Background: an optimization exercise with open tools, aiming at small area, a short achievable clock period and few clock cycles per item. Do not read the settings as production practice. In this exercise RTL edits were held to simulation tests only and were not proved equivalent to the original.

Setup of run a:
// exec_top
module exec_top (
    input  logic        clk_i,
    input  logic        reset_i,
    input  logic        issue_valid_i,
    input  logic [3:0]  issue_tag_i,
    input  logic [1:0]  issue_fu_i,
    input  logic [2:0]  issue_op_i,
    input  logic [31:0] issue_vj_i,
    input  logic [31:0] issue_vk_i,
    output logic        issue_ready_o,
    output logic        cdb_valid_o,
    output logic [3:0]  cdb_tag_o,
    output logic [31:0] cdb_value_o,
    output logic        cdb_taken_o
);
==> module booth_mult, before the edit <==
module booth_mult (
    input  logic        clk_i,
    input  logic        reset_i,
    input  logic        start_i,   
    input  logic [31:0] a_i,
    input  logic [31:0] b_i,
    input  logic [3:0]  tag_i,
    input  logic        hi_i,      
    input  logic        grant_i,
    output logic        free_o,    
    output logic        valid_o,
    output logic [3:0]  tag_o,
    output logic [31:0] value_o
);
    logic        busy_q;
    logic        done_q;
    logic [1:0]  cnt_q;
    logic [1:0]  last_q;    
    logic [31:0] mcand_q;
    logic [31:0] mplr_q;    
    logic [3:0]  one_q;     
    logic [3:0]  two_q;
    logic [3:0]  neg_q;
    logic [33:0] acc_q;     
    logic [3:0]  tag_q;
    logic        hi_q;
    logic [41:0] sum;
    function automatic void booth(input logic [8:0] bits, output logic [3:0] one,
                                  output logic [3:0] two, output logic [3:0] neg);
        for (int j = 0; j < 4; j++) begin
            logic [2:0] d;
            d      = bits[2*j +: 3];
            neg[j] = d[2] & ~(d[1] & d[0]);
            one[j] = d[1] ^ d[0];
            two[j] = (d[2] & ~d[1] & ~d[0]) | (~d[2] & d[1] & d[0]);
        end
    endfunction
    logic [3:0] one_ld, two_ld, neg_ld, one_nx, two_nx, neg_nx;
    function automatic logic [1:0] steps(input logic [31:0] x);
        if (x[31:7] == '0 || x[31:7] == '1)        steps = 2'd0;
        else if (x[31:15] == '0 || x[31:15] == '1) steps = 2'd1;
        else if (x[31:23] == '0 || x[31:23] == '1) steps = 2'd2;
        else                                       steps = 2'd3;
    endfunction
    logic [1:0]  sa, sb;
    logic        swap;
    logic [31:0] mcand_ld, mplr_ld;
    assign sa       = steps(a_i);
    assign sb       = steps(b_i);
    assign swap     = (sa < sb);
    assign mcand_ld = swap ? b_i : a_i;
    assign mplr_ld  = swap ? a_i : b_i;
    always_comb begin
        booth({mplr_ld[7:0], 1'b0}, one_ld, two_ld, neg_ld);
        booth(mplr_q[15:7], one_nx, two_nx, neg_nx);
    end
    localparam logic [41:0] KOFF = 42'd426 << 33;
    logic [41:0] row [6];
    logic [41:0] a1, b1, a2, b2, a3, b3, a4, b4;
    logic [42:0] total;
    always_comb begin
        for (int j = 0; j < 4; j++) begin
            logic [33:0] pp;
            pp  = ({34{one_q[j]}} & {{2{mcand_q[31]}}, mcand_q}) |
                  ({34{two_q[j]}} & {mcand_q[31], mcand_q, 1'b0});
            pp  = pp ^ {34{neg_q[j]}};
            row[j] = 42'({~pp[33], pp[32:0]}) << (2*j);
        end
        row[0] = row[0] | KOFF;
        row[1][0] = neg_q[0];
        row[2][2] = neg_q[1];
        row[3][4] = neg_q[2];
        row[4] = 42'({~acc_q[33], acc_q[32:0]});
        row[5] = 42'(neg_q[3]) << 6;
        {a1, b1} = exec_pkg::csa(row[0], row[1], row[4]);
        {a2, b2} = exec_pkg::csa(row[2], row[3], row[5]);
        {a3, b3} = exec_pkg::csa(a1, b1, a2);
        {a4, b4} = exec_pkg::csa(a3, b3, b2);
        total = exec_pkg::add(a4, b4, 1'b0, 42);
        sum   = total[41:0];
    end
    always_ff @(posedge clk_i or posedge reset_i) begin
        if (reset_i) begin
            busy_q <= 1'b0;
            done_q <= 1'b0;
        end else if (start_i) begin
            busy_q <= 1'b1;
            done_q <= 1'b0;
        end else if (busy_q) begin
            if (cnt_q == last_q) begin
                busy_q <= 1'b0;
                done_q <= 1'b1;
            end
        end else if (grant_i) begin
            done_q <= 1'b0;
        end
    end
    always_ff @(posedge clk_i) begin
        if (start_i) begin
            mcand_q <= mcand_ld;
            mplr_q  <= mplr_ld;
            last_q  <= swap ? sa : sb;
            one_q   <= one_ld;
            two_q   <= two_ld;
            neg_q   <= neg_ld;
            acc_q   <= '0;
            cnt_q   <= '0;
            tag_q   <= tag_i;
            hi_q    <= hi_i;
        end else if (busy_q) begin
            acc_q  <= sum[41:8];
            mplr_q <= {sum[7:0], mplr_q[31:8]};
            one_q  <= one_nx;
            two_q  <= two_nx;
            neg_q  <= neg_nx;
            cnt_q  <= cnt_q + 2'd1;
        end
    end
    assign free_o  = ~busy_q & (~done_q | grant_i);
    assign valid_o = done_q;
    assign tag_o   = tag_q;
    logic [95:0] prod_w;
    logic [63:0] prod;
    assign prod_w  = {{30{acc_q[33]}}, acc_q, mplr_q};
    assign prod    = 64'(prod_w >> {(2'd3 - last_q), 3'b000});
    assign value_o = hi_q ? prod[63:32] : prod[31:0];
endmodule
Settings: LEC_CHECK=0, ABC_AREA=1, CAP_MARGIN=20, CORE_MARGIN=2, CORE_UTILIZATION=40, SETUP_SLACK_MARGIN=1.0, SLEW_MARGIN=20; clock period 5.5 ns.
run.sh (not shown) runs the stock make flow with config.mk's settings and CLKGATE_MAP_FILE= SYNTH_SCRIPT=/design/flow/synth_recipe.tcl, a recipe that flattens the netlist after the stock synthesis.
Testbench counts of run a, summed over its fixed seeds: cycles 4,437, items 3,200.
Relative to run a, the following input files were edited for run b:
--- a/flow/design.v
+++ b/flow/design.v
@@ -124,27 +124,25 @@
     assign mplr_ld  = swap ? a_i : b_i;
     always_comb begin
         booth({mplr_ld[7:0], 1'b0}, one_ld, two_ld, neg_ld);
         booth(mplr_q[15:7], one_nx, two_nx, neg_nx);
     end
-    localparam logic [41:0] KOFF = 42'd426 << 33;
     logic [41:0] row [6];
     logic [41:0] a1, b1, a2, b2, a3, b3, a4, b4;
     logic [42:0] total;
     always_comb begin
         for (int j = 0; j < 4; j++) begin
             logic [33:0] pp;
             pp  = ({34{one_q[j]}} & {{2{mcand_q[31]}}, mcand_q}) |
                   ({34{two_q[j]}} & {mcand_q[31], mcand_q, 1'b0});
             pp  = pp ^ {34{neg_q[j]}};
-            row[j] = 42'({~pp[33], pp[32:0]}) << (2*j);
+            row[j] = {{8{pp[33]}}, pp} << (2*j);
         end
-        row[0] = row[0] | KOFF;
         row[1][0] = neg_q[0];
         row[2][2] = neg_q[1];
         row[3][4] = neg_q[2];
-        row[4] = 42'({~acc_q[33], acc_q[32:0]});
+        row[4] = {{8{acc_q[33]}}, acc_q};
         row[5] = 42'(neg_q[3]) << 6;
         {a1, b1} = exec_pkg::csa(row[0], row[1], row[4]);
         {a2, b2} = exec_pkg::csa(row[2], row[3], row[5]);
         {a3, b3} = exec_pkg::csa(a1, b1, a2);
         {a4, b4} = exec_pkg::csa(a3, b3, b2);
[summary]
- Run b ended up with a higher final estimated routing congestion in global placement than run a did.
- HPWL reported at the end of detailed placement of run a is on par with run b.
- Looking at run b and run a, the overall die area is a wash.
- Sort run b and run a by area of the multi-input gates desc -> top: run b
- Run b vs. run a: delay of the slowest cell on the worst path moved down, number of sequential storage elements moved up, number of combinational gates with multiple inputs moved up, worst hold slack level.
- On number of antenna violations at the first check in global routing, the higher figure sits with run a, not run b.
- On via density per instance: between run b and run a, it ends up higher for run b.
- Relative to run a, flip-flop and latch share of the layout cell area has decreased by 0.24 points in run b.
Testbench counts of run b, summed over its fixed seeds: cycles 4,437, items 3,200.

[port drivers added, routing unchanged]
How much do the figures lean on ideal ports? The routed layouts below were timed once more, with nothing changed but the port constraints.
Step 1: set_driving_cell puts a clkbuf_16 on clk_i and a buf_2 on each other input, an assumption about the parent block.
Step 2 moves the port delays by t, midway between the first and last clock arrival at a register: inputs arrive t later, outputs are due t later. That takes back most of the time a late clock gives input paths.
Three values: ideal, step 1, step 2; two values: the first two.
run | t (ns) | setup slack, ns | worst data-port slew with drivers (ns)
run a | 0.625 | 0.546 / 0.546 / 0.546 | 0.06
run b | 0.620 | 0.585 / 0.585 / 0.545 | 0.12
After both steps every run listed still meets setup and hold. For run b, which loses most, drivers alone change the setup slack by 0.000 ns; drivers and shift together by -0.040 ns.
